Background: an optimization exercise with open tools, aiming at small area, a short achievable clock period and few clock cycles per item. Do not read the settings as production practice.
Function was checked by simulation only, so behaviour that the tests miss may differ from the original.

==> flow/design.v (outline; a module is shown in full before it is edited, if it fits) <==
// module mont_redc_ws: 1274 lines
module mont_redc_ws #(
    parameter int P_WIDTH  = 64,
    parameter int W_WIDTH  = 32,
    parameter int PD_WIDTH = 2 * P_WIDTH,
    parameter int NUM_W    = P_WIDTH / W_WIDTH
) (
    input  logic                clk,
    input  logic                rst_n,
    input  logic                in_valid,
    output logic                in_ready,
    input  logic [PD_WIDTH-1:0] Mul_in,
    input  logic [P_WIDTH-1:0]  N_in,
    input  logic [W_WIDTH-1:0]  Nprime_in,
    output logic                out_valid,
    input  logic                out_ready,
    output logic [P_WIDTH-1:0]  res_out,
    output logic [P_WIDTH:0]    res_raw_out
);
  // ...
==> flow/run.sh <==
#!/bin/bash
# synth_recipe.tcl (not shown) runs the flow's synth.tcl, then flattens the netlist and writes it again
# the make line also repeats each setting of config.mk as NAME=value (left out here)
make -C /OpenROAD-flow-scripts/flow DESIGN_CONFIG=/design/flow/config.mk WORK_HOME=/design/flow/orfs CLKGATE_MAP_FILE= SYNTH_SCRIPT=/design/flow/synth_recipe.tcl finish
==> flow/config.mk <==
export PLATFORM = sky130hd
export DESIGN_NAME = mont_redc_ws
export DESIGN_NICKNAME = mont_redc_ws
export VERILOG_FILES = /design/flow/design.v
export SDC_FILE = /design/flow/constraint.sdc
export NUM_CORES = 4
export LEC_CHECK = 0
export CAP_MARGIN = 20
export CORE_MARGIN = 2
export CORE_UTILIZATION = 40
export SLEW_MARGIN = 60
==> flow/constraint.sdc <==
create_clock -name core_clock -period 16.0 [get_ports {clk}]
set_input_delay 3.2000 -clock core_clock [delete_from_list [all_inputs] [get_ports {clk}]]
set_output_delay 3.2000 -clock core_clock [all_outputs]
set_load 0.01 [all_outputs]
==> results.yml, run 1 <==
timing:
  skew_ps: 20.9
  slew_violations: 0
  worstMarginPinSlew_ps: 644
  hold_slack_ps: 507
critical_path:
  critical_path_buf_inv_count: 5
  end_kind: "register"
  worstPathMaxFanout: 49
  path_common_cell: "fa_1"
  cpPeakStageDelay_ps: 550
  startpoint: "st_step$_SDFF_PN0_"
place:
  dpl_cell_area_sq_um: 47600
final_layout:
  mostFrequentLayoutCells: "inv_1 (633), fa_1 (511), xnor2_1 (495), nand2_1 (349), clkdlybuf4s50_1 (334)"
  area_dominant_class: "multi-input combinational cells"
  multi_input_gates: 3446
  area_delta_synth_final_pct: 14.4
grt:
  met2_usage_pct: 43.8
  grt_pass1_wl_um: 231000
  gr-usage-met1_pct: 36.2
  grt_pass1_vias: 36500
logic_synthesis:
  synth-compound-area-share_pct: 17.6
  netlist_area_sq_um: 43000
  ys_warn_count: 3
  yosysSeqAreaShare_pct: 17.4
  synth-main-ff-cell: "dfxtp_1"
cts:
  hold_buffers: 0
  cts-htree-levels: 2
outcome:
  status: "no timing/DRC/antenna violations"
worst_hold_path:
  hold_depth: 1
routing:
  met1Wirelength_um: 63200
die:
  row_count: 120
Testbench counts, summed over its fixed seeds: cycles 48,016, items 4,800.
==> inputs of run 2 (changes only) <==
--- a/flow/config.mk
+++ b/flow/config.mk
@@ -6,6 +6,6 @@
 export NUM_CORES = 4
 export LEC_CHECK = 0
-export CAP_MARGIN = 20
+export CAP_MARGIN = 60
 export CORE_MARGIN = 2
 export CORE_UTILIZATION = 40
-export SLEW_MARGIN = 60
+export SLEW_MARGIN = 80
==> results.yml, run 2 <==
logic_synthesis:
  syn_inst: 4723
  synthDistinctLibCells: 87
  synth.avg_cell_area_sq_um: 9.11
  synthArstFlopShare_pct: 0
  yosysSeqAreaShare_pct: 17.4
  synth_fp_nets: 5783
  ys_warn_count: 3
  synth_commonest_cells: "inv_1 (635), fa_1 (511), xnor2_1 (496)"
  synth_top_cell_by_area: "fa_1"
  yosys_register_bits: 300
  synth-main-ff-cell: "dfxtp_1"
  yosysMostFrequentCell: "inv_1"
  synth_top_area_share_pct: 23.8
  synth_edf_count: 147
  netlist_area_sq_um: 43000
  synthTopCellsByArea: "fa_1 (24%), edfxtp_1 (10%), xnor2_1 (10%)"
cts:
  hold_buffers: 0
  cts-htree-levels: 2
  clock_latency_ps: 640
  clock_sinks: 300
  cts.path.max_buffers: 3
  cts_tree: "built"
  cts.clk_slew.worst_paths_ps: 60
  cts_root_buffer: "clkbuf_16"
  post_cts_resized: 0
  cts_buffers: 42
  post_cts_buffers: 0
critical_path:
  path_common_cell: "buf_1"
  r2r_cells: 28
  slowest_stage: "clkdlybuf4s50_1"
  worstSetupStartpointType: "register"
  worstPathMaxFanout: 16
  reg2reg_to: "wc[33]$_DFFE_PP_"
  cpPeakStageDelay_ps: 560
  end_kind: "register"
  r2r_slack_ps: 8500
  crit_required_ps: 16360
  r2r-start: "wc[1]$_DFFE_PP_"
  arrival_ps: 7860
  crit_type: "reg -> reg"
timing:
  layout_min_cycle_time_ps: 7500
  skew_ps: 34.0
  fin_setup_tns_ps: 0
  period_share_pct: 46.9
  rsz0062_at_grt: "false"
  slew_violations: 0
  worstMarginPinSlew_ps: 352
  fmax_ghz: 0.133
  hold_viol: 0
  setup_viol_count_final: 0
  relSlewSlack_pct: 76.3
worst_hold_path:
  hold_end: "in_ready$_SDFF_PN0_"
  min_from: "cnt[2]$_SDFFE_PN0P_"
  worstHoldPathType: "reg -> reg"
  hold_depth: 1
die:
  io_pins: 359
  die_w_um: 332
  row_count: 120
  die_y_um: 332
  coreArea_sq_um: 107000
  start_util_pct: 40.2
  fp.dieArea_sq_um: 110000
outcome:
  status: "no timing/DRC/antenna violations"
grt:
  grt_pass1_vias: 37900
  antenna_found_initial: 4
  grt_overflow: 0
  grt_max_degree: 43
  grt_pass1_wl_um: 236000
  grt_usage_pct: 27.8
place:
  place_congestion: 1.00
  hpwl_um: 125000
  place_inst: 6352
  io_buffers: 334
final_layout:
  area_delta_synth_final_pct: 24.1
  final_util_pct: 49.9
  largest_register_ffs: 65
  antenna_cells: 0
  stdcell_count: 6450
  mostFrequentLayoutCells: "inv_1 (631), fa_1 (511), xnor2_1 (446), nand2_1 (342), clkdlybuf4s50_1 (340)"
  drive_gt1_share_pct: 14.1
  fillers: 9936
  nets: 6073
  final_common_cell: "inv_1"
  regMostFlops: "ws"
routing:
  remaining_drc_errors: 0
  ant_nets: 0
  first_pass_iters: 6
  routed_wl_um: 155000
  vias: 37000
  drt_iter0_drc: 3637
  routed_via_density: 5.73
  wl_per_cell_um: 24.0
job:
  drv_cap: 0
run 2: worst max-delay path by stage:
stage | depth (start not counted) | endpoint | slack (ps) | start
after global routing | 28 | wc[33]$_DFFE_PP_ | 8240 | wc[1]$_DFFE_PP_
after CTS | 25 | wc[33]$_DFFE_PP_ | 9160 | wc[1]$_DFFE_PP_
after global placement | 24 | q_q[7]$_DFFE_PP_ | 8400 | np_q[3]$_DFF_P_
final | 28 | wc[33]$_DFFE_PP_ | 8500 | wc[1]$_DFFE_PP_
after floorplan | 2 | wc[0]$_DFFE_PP_ | 9410 | out_ready
after detailed placement | 25 | wc[33]$_DFFE_PP_ | 9250 | wc[1]$_DFFE_PP_
run 2: through the flow:
step	setup slack [ps]	cell area [sq um]	hold slack, ps
after global placement	8400	47200	492
after CTS	9160	52500	500
after detailed placement	9250	51000	493
final	8500	53400	503
after floorplan	9410	43000	478
after global routing	8240	53400	515
run 2: cell type report:
class | instances | area [sq um] | share of cell area, %
multi-input combinational | 3446 | 33800 | 63.3
sequential | 300 | 7630 | 14.3
timing repair buffer | 582 | 6310 | 11.8
inverter | 641 | 2420 | 4.53
tap | 1403 | 1760 | 3.29
clock buffer | 57 | 1260 | 2.37
clock inverter | 21 | 221 | 0.415
run 2: cells by family (layout without fill, tap and decap cells):
| kind of cell | Yosys count | after routing | share of synthesized area, % |
|---|---|---|---|
| AOI/OAI and AO/OA | 1124 | 1124 | 17.6 |
| adders and majority gates | 832 | 832 | 33.1 |
| and+or+nand+nor | 790 | 790 | 8.43 |
| DFF | 300 | 300 | 17.4 |
| muxes | 109 | 109 | 2.63 |
| buffers and inverters | 977 | 1301 | 8.77 |
| xor gates and xnor gates | 591 | 591 | 12.0 |
run 2: critical path: cells and delay by family, from the launching register on:
kind / cells / cell delay (ps)
buf+inv: 13 / 3000
mux: 1 / 290
flops: 1 / 460
compound gates: 8 / 1650
simple gates: 2 / 250
fa+ha+maj: 4 / 1550
run 2: per-layer routing:
layer | global-route usage (%) | wire, um
met5 | 0 | 14
met4 | 11.5 | 7010
met3 | 4.14 | 12100
met2 | 44.8 | 71600
met1 | 37.4 | 64300
==> inputs of run 3 (changes only) <==
--- a/flow/config.mk
+++ b/flow/config.mk
@@ -6,6 +6,6 @@
 export NUM_CORES = 4
 export LEC_CHECK = 0
-export CAP_MARGIN = 60
+export CAP_MARGIN = 20
 export CORE_MARGIN = 2
 export CORE_UTILIZATION = 40
-export SLEW_MARGIN = 80
+export SLEW_MARGIN = 20
==> results.yml, run 3 <==
critical_path:
  arrival_ps: 8050
  worstPathMaxFanout: 24
  critical_path_buf_inv_count: 3
  crit_type: "reg -> reg"
  worstSetupStartpointType: "register"
  crit_required_ps: 16340
  end_kind: "register"
  startpoint: "np_q[3]$_DFF_P_"
  worst_path_dominant_cell_family: "adder cells"
  slowest_stage: "ha_1"
  r2r-start: "np_q[3]$_DFF_P_"
  path_common_cell: "fa_1"
  cpPeakStageDelay_ps: 1230
  crit_chain: "buf_4, clkinv_1, ha_1, a22o_1, nand2_1, xnor2_1, fa_1, fa_1, inv_1, fa_1, fa_1, nor4_1, nand4_1, fa_1, a21o_1, a21oi_1, o21bai_1, a21oi_1, o21bai_1, a21oi_1, xnor2_1, xnor2_1, nor2_1, a21oi_1"
cts:
  post_cts_resized: 0
  cts_root_buffer: "clkbuf_16"
  clock_sinks: 300
  cts_tree: "built"
  cts.clk_slew.worst_paths_ps: 60
  cts.path.max_buffers: 3
  cts_buffers: 40
  cts-htree-levels: 2
  hold_buffers: 0
  clock_latency_ps: 620
  post_cts_buffers: 0
timing:
  period_share_pct: 48.2
  skew_ps: 23.4
  setup_viol_count_final: 0
  worstMarginPinSlew_ps: 1110
  fmax_ghz: 0.130
  layout_min_cycle_time_ps: 7710
  slew_violations: 0
  rsz0062_at_grt: "false"
  fin_setup_tns_ps: 0
  hold_slack_ps: 505
  fin_ws_ps: 8290
  hold_viol: 0
  relSlewSlack_pct: 25.9
die:
  fp.dieArea_sq_um: 110000
  die_w_um: 332
  start_util_pct: 40.2
  io_pins: 359
  row_count: 120
  die_y_um: 332
  coreArea_sq_um: 107000
grt:
  grt_max_degree: 107
  grt_pass1_vias: 36300
  antenna_found_initial: 2
  met3_usage_pct: 4.24
  grt_pass1_wl_um: 230000
  grt_overflow: 0
  met2_usage_pct: 44.2
  grt_usage_pct: 27.2
  gr-usage-met1_pct: 36.8
  gr-max-usage-layer: "met2"
logic_synthesis:
  yosys_register_bits: 300
  synthArstFlopShare_pct: 0
  synthDistinctLibCells: 87
  synth.avg_cell_area_sq_um: 9.11
  syn_inst: 4723
  netlist_area_sq_um: 43000
  synth-main-ff-cell: "dfxtp_1"
  synth_top_area_share_pct: 23.8
  synth_fp_nets: 5783
  synth_top_cell_by_area: "fa_1"
  yosysMostFrequentCell: "inv_1"
  synth_commonest_cells: "inv_1 (635), fa_1 (511), xnor2_1 (496)"
  ys_warn_count: 3
  yosysSeqAreaShare_pct: 17.4
  synthTopCellsByArea: "fa_1 (24%), edfxtp_1 (10%), xnor2_1 (10%)"
  synth_edf_count: 147
final_layout:
  design_area_sq_um: 48500
  final_common_cell: "inv_1"
  regMostFlops: "ws"
  drive_gt1_share_pct: 3.66
  nets: 5869
  area_delta_synth_final_pct: 12.8
  fillers: 10400
  stdcell_count: 6245
  largest_register_ffs: 65
  mostFrequentLayoutCells: "inv_1 (635), fa_1 (511), xnor2_1 (496), nand2_1 (349), clkdlybuf4s50_1 (334)"
place:
  io_buffers: 334
  post-place-ws_ps: 8390
  hpwl_um: 114000
  dpl_cell_area_sq_um: 47200
  place_congestion: 1.00
  place_inst: 6168
routing:
  drt_iter0_drc: 3534
  ant_nets: 0
  first_pass_iters: 6
  routed_via_density: 5.75
  wl_per_cell_um: 24.3
  vias: 35900
  routed_wl_um: 152000
  remaining_drc_errors: 0
worst_hold_path:
  worstHoldPathType: "reg -> reg"
  min_from: "cnt[2]$_SDFFE_PN0P_"
outcome:
  status: "no timing/DRC/antenna violations"
job:
  drv_cap: 0
-- run 3: final timing paths --
path                                       endpoint  slack (ps)  cells past startpoint
worst max-delay path               q_q[7]$_DFFE_PP_        8290                     24
worst max register to register     q_q[7]$_DFFE_PP_        8290                     24
worst min register to register  in_ready$_SDFF_PN0_         500                      1
worst min-delay path            in_ready$_SDFF_PN0_         500                      1
-- run 3: kinds of logic (layout without fill, tap and decap cells) --
group | Yosys count | after routing | synth area share, %
compound gates | 1124 | 1124 | 17.6
xor+xnor | 591 | 591 | 12.0
fa+ha+maj | 832 | 832 | 33.1
buf+inv | 977 | 1094 | 8.77
flops | 300 | 300 | 17.4
mux | 109 | 109 | 2.63
other cells | 0 | 2 | 0
simple gates | 790 | 790 | 8.43
-- run 3: layout make-up --
cell class	count	area (sq um)	share of cell area, %
flip-flops and latches	300	7490	15.4
well taps	1403	1760	3.62
clock buffers	59	1250	2.57
multi-input cells	3446	31800	65.5
diodes	2	5.00	0.0103
repair buffers	380	3740	7.71
clock inverters	14	97.6	0.201
inverters	641	2410	4.96
-- run 3: stage by stage --
stage          utilization [%]
6_report                  45.4
5_1_grt                   45.4
4_1_cts                   45.4
3_5_place_dp              44.1
3_3_place_gp              44.1
2_1_floorplan                -
-- run 3: per-layer routing --
metal / vias to the layer above / part of all wire [%]
li1: 16100 / -
met1: 17800 / 42
met2: 1701 / 46
met3: 286 / 7.8
met4: 0 / 3.9
met5: - / 0
-- run 3: worst reg2reg max path, delay by kind of cell (launching register included) --
kind	cells	cell delay, ps
adders and majority gates	6	3590
AOI/OAI and AO/OA	8	1320
buffers and inverters	3	1120
and+or+nand+nor	4	610
xor gates and xnor gates	3	500
DFF	1	300

==> port drivers added, routing unchanged <==
The flow's constraints put no driver on any port. The routed layouts listed below were extracted and timed again, unchanged, in two steps. Step 1 (the two cells are an assumption about what drives the block):
set clk [get_ports {clk}]
set_driving_cell -lib_cell sky130_fd_sc_hd__clkbuf_16 $clk
set_driving_cell -lib_cell sky130_fd_sc_hd__buf_2 [delete_from_list [all_inputs] $clk]
Step 2 adds t to the input delays and takes it off the output delays; t is the mean of the earliest and latest rising clock arrival at the registers after step 1. Input paths then give back, and output paths get back, about the clock's delay inside the block. a / b / c = ideal / step 1 / step 2; a / b = the first two.
run	t, ns	setup WS [ns]	worst hold slack (ns)	worst setup path at the end	worst data-port slew with drivers (ns)
run 1	0.693	8.692 / 8.692 / 8.692	0.507 / 0.507 / 0.507	register to register	0.15
run 2	0.693	8.498 / 8.498 / 8.498	0.503 / 0.503 / 0.503	register to register	0.15
run 3	0.682	8.292 / 8.292 / 8.292	0.505 / 0.505 / 0.505	register to register	0.15
After both steps every run listed still meets setup and hold.
